This design comes from an exercise in tuning for small area, a short achievable clock period and few clock cycles on the open sky130 flow, not from production work.
RTL that was checked went through simulation tests only; none was proved equivalent to the original.
Power and IR drop assume default switching activity.

run A:
Design score_render_top, start of the top module:
module score_render_top (
    input  logic        clk,
    input  logic        rst,
    input  logic        wb_cyc_i,
    input  logic        wb_stb_i,
    input  logic        wb_we_i,
    input  logic [7:0]  wb_adr_i,
    input  logic [31:0] wb_dat_i,
    output logic        wb_ack_o,
    output logic [31:0] wb_dat_o
);
==> flow/config.mk <==
export PLATFORM = sky130hd
export DESIGN_NAME = score_render_top
export DESIGN_NICKNAME = score_render_top
export VERILOG_FILES = /design/flow/design.v
export SDC_FILE = /design/flow/constraint.sdc
export NUM_CORES = 4
export LEC_CHECK = 0
export ABC_AREA = 0
export CAP_MARGIN = 20
export CORE_MARGIN = 2
export CORE_UTILIZATION = 40
export CTS_BUF_LIST = sky130_fd_sc_hd__clkbuf_4 sky130_fd_sc_hd__clkbuf_8
export SETUP_SLACK_MARGIN = 2.3
export SLEW_MARGIN = 20
export SYNTH_MEMORY_MAX_BITS = 8192
==> flow/constraint.sdc <==
create_clock -name core_clock -period 5.5 [get_ports {clk}]
set_input_delay 1.1000 -clock core_clock [delete_from_list [all_inputs] [get_ports {clk}]]
set_output_delay 1.1000 -clock core_clock [all_outputs]
set_load 0.01 [all_outputs]
run.sh (not shown) runs the stock make flow with config.mk's settings and CLKGATE_MAP_FILE= SYNTH_SCRIPT=/design/flow/synth_recipe.tcl, a recipe that flattens the netlist after the stock synthesis.
Run A completed end to end with timing, DRC and antenna clean.
Testbench counts of run A, summed over its fixed seeds: cycles 3,968.
> inputs changed (run A -> run B)
Settings: changing ABC_AREA from 0 to 1; changing SETUP_SLACK_MARGIN from 2.3 to 1.9; removing CTS_BUF_LIST (formerly sky130_fd_sc_hd__clkbuf_4 sky130_fd_sc_hd__clkbuf_8).
Diff run A -> run B: proportion of synthesized chip area in sequential cells rose 0.40 points; total wire length after detailed routing went down 4.1 mm; parity-gate share of the synthesized area counting xor and xnor cells dropped 1.8 points; final-layout worst hold slack climbed 7.2 ps; post-route met1 wirelength now sits lower. When run B is set beside run A, its area fraction of clock buffers and clock inverters turns out to be 1.8 points larger. Run B ended up with a lower number of buffer and inverter stages on the critical path than run A did. Run B vs run A, critical path depth went down by 10.
diff inputs: run B => run C
Settings: SETUP_SLACK_MARGIN now 2.6, was 1.9.
### Flow results
- Going from run B to run C, area of all placed cells without fillers grew by 2300 µm²; number of global-route vias before repair up about 10%; combinational power grew by 43%; routed wire length now sits higher.
The inputs of run D differ from those of run C as listed below.
Settings: changing SETUP_SLACK_MARGIN from 2.6 to 2.3.
- In the tables for run D and run C, routing usage on met1 reads lower with run D.
- In run D the layout overhead on the synthesized area turned out 25 points lower than in run C.
- In run D, core utilization is lower than in run C.
- Looking at met2 track demand over resource in global routing, run D sits below run C.
- Timing startpoint of the critical path = u_score_ctrl.pa_q[2]: run D; timing startpoint of the critical path = u_score_ctrl.pa_q[0]: run C
- Run D against run C: part of the total power dissipated in the clock network saw an increase; part of the cycle the worst path needs saw a decrease.

* * *

== job 101 ==
Another version of the RTL of score_render_top (not shown whole).
For scale: roughly 61 flip-flops, roughly 78 I/O pins.
Settings: LEC_CHECK=0, ABC_AREA=1, CAP_MARGIN=20, CORE_MARGIN=2, CORE_UTILIZATION=40, SETUP_SLACK_MARGIN=1.5, SLEW_MARGIN=20, SYNTH_MEMORY_MAX_BITS=8192; clock period 5.5 ns.
## Diff of input files: job 102 against job 101
- SETUP_SLACK_MARGIN changed from 1.5 to 2.0
### Flow results
- Job 102: flow completed, timing, DRC and antenna clean
- Delta (job 102 minus job 101): overall power saw an increase, smallest hold slack saw little to no change, switching part of the total saw an increase, final non-filler cell total saw an increase, number of hold buffers added after cts saw little to no change.
- Job 102: count of non-CTS inverters in the layout higher than job 101
- As of job 102, global-route wire length before repair had risen by a few percent compared to job 101.
- Note that the net load switching power recorded for job 101 amounts to 0.911 times the value seen in job 102.
- Cmp job 102 and job 101 / maximum ir drop on the vdd rail / lower: job 101
- Comparing job 102 and job 101, the higher sequential group share of total power is on job 101.
- Taking job 101 as the reference point, the routed wire length of job 102 rises by about 10%.
No functional check of the RTL was part of any run of this note.

==> what the ideal ports hide <==
Ports are ideal in the flow. The routed layouts listed here were re-timed in OpenROAD.
Step 1: set_driving_cell puts a clkbuf_16 on clk and a buf_2 on each other input, an assumption about the parent block.
Step 2 times the ports against the registers' clock, not the clock port: input delays grow and output delays shrink by t, the midpoint of the rising clock arrivals with the driver on.
Slacks: ideal / step 1 / step 2; pairs: ideal / step 1.
| run | shift t [ns] | setup WS [ns] | worst slew at a driven data input, ns | cell pins on the clock port's net |
|---|---|---|---|---|
| run A | 0.410 | 1.965 / 1.944 / 1.965 | 0.04 | 1 |
| run B | 0.388 | 1.916 / 1.873 / 1.909 | 0.04 | 1 |
| run C | 0.387 | 2.243 / 2.199 / 2.327 | 0.05 | 1 |
| run D | 0.387 | 2.368 / 2.326 / 2.052 | 0.04 | 1 |
| job 101 | 0.362 | 1.497 / 1.457 / 1.724 | 0.04 | 1 |
| job 102 | 0.362 | 1.898 / 1.859 / 1.779 | 0.04 | 1 |
After both steps setup and hold are still met in every run listed. The setup slack of run D, which loses most, moves by -0.042 ns with the drivers and by -0.316 ns with both steps.
